What follows belongs to an exercise in optimizing a design on an open flow for small area, a short achievable clock period and few clock cycles per item; a production flow would make more cautious choices. RTL that was checked went through simulation tests only; none was proved equivalent to the original. Power is estimated from default activity; no workload was simulated.

## v5
==> flow/design.v (excerpt) <==
module signed_integer_to_custom_radix_digits (
	input  wire logic                             clk,
	input  wire logic                             arst_n,
	input  wire logic                             push,
	output logic                                  full,
	input  wire logic signed [sirc_pkg::IN_W-1:0] value,
	output logic                                  empty,
	input  wire logic                             pop,
	output logic [sirc_pkg::CHAR_W-1:0]           character,
	output logic                                  last,
	input  wire logic                             cfg_we,
	input  wire logic [1:0]                       cfg_index,
	input  wire logic [sirc_pkg::CFG_W-1:0]       cfg_data
);
	logic [CFG_W-1:0] lo_q;
	logic [CFG_W-1:0] hi_q;
	logic [4:0]       radix_q;
	logic             wlo_q;     
	logic             whi_q;     
	logic [3:0]       tt_q;
	logic [3:0]       ttm1_q;
	logic             odd_q;
	logic             m2_q;
	logic             m3_q;
	logic             m4_q;
	logic             p16_q;     
	logic             p8_q;      
	logic [3:0]       wr_tt;
	logic [3:0]       wr_ttm1;
	logic             wr_odd;
	logic             wr_m2;
	logic             wr_m3;
	logic             wr_m4;
	logic             wr_p16;
	logic             wr_p8;
	sirc_cfgdec u_cfgdec (
		.radix (cfg_data[4:0]),
		.tt    (wr_tt),
		.ttm1  (wr_ttm1),
		.odd   (wr_odd),
		.m2    (wr_m2),
		.m3    (wr_m3),
		.m4    (wr_m4),
		.p16   (wr_p16),
		.p8    (wr_p8)
	);
	always_ff @(posedge clk or negedge arst_n) begin
		if (!arst_n) begin
			radix_q <= '0;
			wlo_q   <= 1'b0;
			whi_q   <= 1'b0;
		end else if (cfg_we) begin
			case (cfg_index)
				2'd0: wlo_q <= 1'b1;
				2'd1: whi_q <= 1'b1;
				2'd2: radix_q <= cfg_data[4:0];
				default: ;
			endcase
		end
	end
	always_ff @(posedge clk) begin
  ...
export LEC_CHECK = 0
export CAP_MARGIN = 20
export CORE_MARGIN = 2
export CORE_UTILIZATION = 40
export SLEW_MARGIN = 20
export SYNTH_HIERARCHICAL = 1
export SYNTH_MINIMUM_KEEP_SIZE = 0
create_clock -name core_clock -period 12.0 [get_ports {clk}]
standard.sh (not shown) runs the stock make flow with config.mk's settings and CLKGATE_MAP_FILE= SYNTH_SCRIPT=/design/flow/synth_recipe.tcl, a recipe that flattens the netlist after the stock synthesis.
==> flow/flow/run.sh <==
#!/bin/bash
set -euo pipefail
export SETUP_SLACK_MARGIN=8
bash standard.sh > standard.log 2>&1
v5 completed every stage of the flow, and the final layout passed the timing, design-rule and antenna checks.
[inputs] v53 vs v5
==> flow/flow/run.sh <==
#!/bin/bash
set -euo pipefail
export SETUP_SLACK_MARGIN=7.5
bash standard.sh > standard.log 2>&1
[summary]
- v53 vs v5: power down in v53
- There was hardly any difference in number of placed instances with taps included between v53 and v5.
- Delta(count of clock-buffer cells in the layout, v53 - v5) < 0
- Both conditions hold for v53: the flow ran to the end and the final layout passed the timing, design-rule and antenna checks.
- v53: sequential share of cell area 2.5 points above v5
- Higher routability-driven placement congestion ratio was reported by v53, not v5.
- Taking v5 as the reference point, the worst clock skew of v53 rises by 0.0060 ns.
- Compared v5 against v53; number of antenna diodes within noise.
- Worst hold slack (v53 over v5): decrease, 0.0077 ns
Edits applied to the flow inputs when going from v53 to v32:
==> flow/flow/run.sh <==
#!/bin/bash
set -euo pipefail
export SETUP_SLACK_MARGIN=7
bash standard.sh > standard.log 2>&1
Notes after the runs:
Diff v32 and v53: pin count of the biggest net entering global routing higher in v32
Max fraction of the core area covered by cells at the end of the flow across v32 and v53: v53
From v53 to v32 the numbers moved as follows: cell leakage power dropped 0.074 nW, setup slack moved down, buffers inserted during post-CTS setup optimization moved down, worst hold slack across all endpoints comparable.
Of v32 and v53, it is v32 that has the lower area of all placed cells without fillers.
The critical path class comes out reg2reg in one run and in2reg in the other, namely in v32 and v53 respectively.
The multi-input gate area in the final layout in v32 was lower than what v53 gave.
v32 vs v53 — share of total power in the clock network rose 2.0 points.
Relative to v32, the following input files were edited for v20:
- putting TNS_END_PERCENT at 5 where nothing was set
==> flow/flow/run.sh <==
#!/bin/bash
set -euo pipefail
export SETUP_SLACK_MARGIN=8
bash standard.sh > standard.log 2>&1
[summary]
Relative to v32, the power consumption of v20 is higher by about 6%.
Against v32 as the reference, v20 delivers a higher critical path depth.
| non-clock buffer count | higher: v20 |
v20 ends up with a proportion of power drawn by flip-flops and latches that is 2.0 points lower than in v32.
In v20, the number of DRC violations after detailed-routing iteration 0 came out 11% above the value in v32.
v20 | stages: all done | timing, DRC, antenna: all pass
Side by side, area added between synthesis and finish turned out higher in v20 than in v32.
From v32 to v20 the numbers moved as follows: clock network contribution to total cell area neither gained nor lost much; total power divided by cell area moved up.
Diff v32..v20 | setup-violating endpoint count in the final report | unchanged
No run of this note included a check of the RTL's function; only the layout flow was run.

* * *

signed_integer_to_custom_radix_digits, a different RTL version from the one above (not shown whole).
Size in the first run: ~1,700 cells after synthesis, ~110 I/O pins, about 20,000 sq um of cells after synthesis.
export LEC_CHECK = 0
export CAP_MARGIN = 20
export CORE_MARGIN = 2
export CORE_UTILIZATION = 40
export SLEW_MARGIN = 20
export SYNTH_HIERARCHICAL = 1
export SYNTH_MINIMUM_KEEP_SIZE = 0
create_clock -name core_clock -period 12.0 [get_ports {clk}]
==> flow/flow/run.sh <==
#!/bin/bash
set -euo pipefail
export SETUP_SLACK_MARGIN=9
bash standard.sh > standard.log 2>&1
The starting point completed without violations.
Testbench counts at the start, summed over its fixed seeds: cycles 76,036, items 4,096.
Next try:
==> flow/flow/run.sh (replaced) <==
#!/bin/bash
set -euo pipefail
export SETUP_SLACK_MARGIN=8
bash standard.sh > standard.log 2>&1
CORE_UTILIZATION = 60   (was 40)
CTS_BUF_LIST = sky130_fd_sc_hd__clkbuf_4 sky130_fd_sc_hd__clkbuf_8   (was not set)
The changed run finished with timing, DRC and antenna clean.
Cell area falls by 11%.
Die area falls by 33%.
Count of clock-buffer cells in the layout grows by 19.
Sequential share of layout area increases by 4.1 points.
Clock skew rose by 8.3 ps.
Cell count falls by 11%.
Global-route usage went up by 8.2 points.
Routed wire length fell by 11%.
Via count is lower by 2.8%.
Worst hold slack barely changes.
Register-to-register slack got worse by 440 ps.
Next try:
CORE_UTILIZATION = 40   (was 60)
CTS_BUF_LIST = not set   (was sky130_fd_sc_hd__clkbuf_4 sky130_fd_sc_hd__clkbuf_8)
Effect: The new run went through all stages and came out clean. Count of clock-buffer cells in the layout drops by 22. Cell area shrinks by 1.5%. Via count went down by 3.8%. Worst setup slack gets better by 380 ps. Synthesized area is unchanged. Routed wire length fell by 3.1%. Clock skew is lower by 5.8 ps. Worst hold slack gets worse by 5.5 ps. Synthesized cell count is unchanged. Final cell count rises by 6.0%. Sequential power stays flat.

## static timing again, ports no longer ideal
No port has a modelled driver above. Below, the same layouts with a new extraction and two added sets of constraints.
Step 1 (the two cells are an assumption about what drives the block):
set clk [get_ports {clk}]
set_driving_cell -lib_cell sky130_fd_sc_hd__clkbuf_16 $clk
set_driving_cell -lib_cell sky130_fd_sc_hd__buf_2 [delete_from_list [all_inputs] $clk]
Step 2 also shifts input and output timing later by t, the mid clock arrival at the registers, as if the neighbouring blocks saw the same clock.
Slacks: no drivers / after step 1 / after step 2; pairs: no drivers / after step 1.
| run | t (ns) | setup WS [ns] | worst setup path at the end |
|---|---|---|---|
| v5 | 0.623 | 7.765 / 7.765 / 7.429 | input to register |
| v53 | 0.613 | 7.623 / 7.632 / 7.039 | input to register |
| v32 | 0.619 | 7.326 / 7.326 / 7.155 | input to register |
| v20 | 0.627 | 7.815 / 7.815 / 7.271 | input to register |
| the first run of note 2 | 0.623 | 7.674 / 7.617 / 7.763 | input to register |
| the second run of note 2 | 0.704 | 7.338 / 7.338 / 7.338 | register to register |
| the third run of note 2 | 0.614 | 7.715 / 7.663 / 7.440 | input to register |
After both steps setup and hold are still met in every run listed. For v53, which loses most, drivers alone change the setup slack by +0.009 ns; drivers and shift together by -0.584 ns.
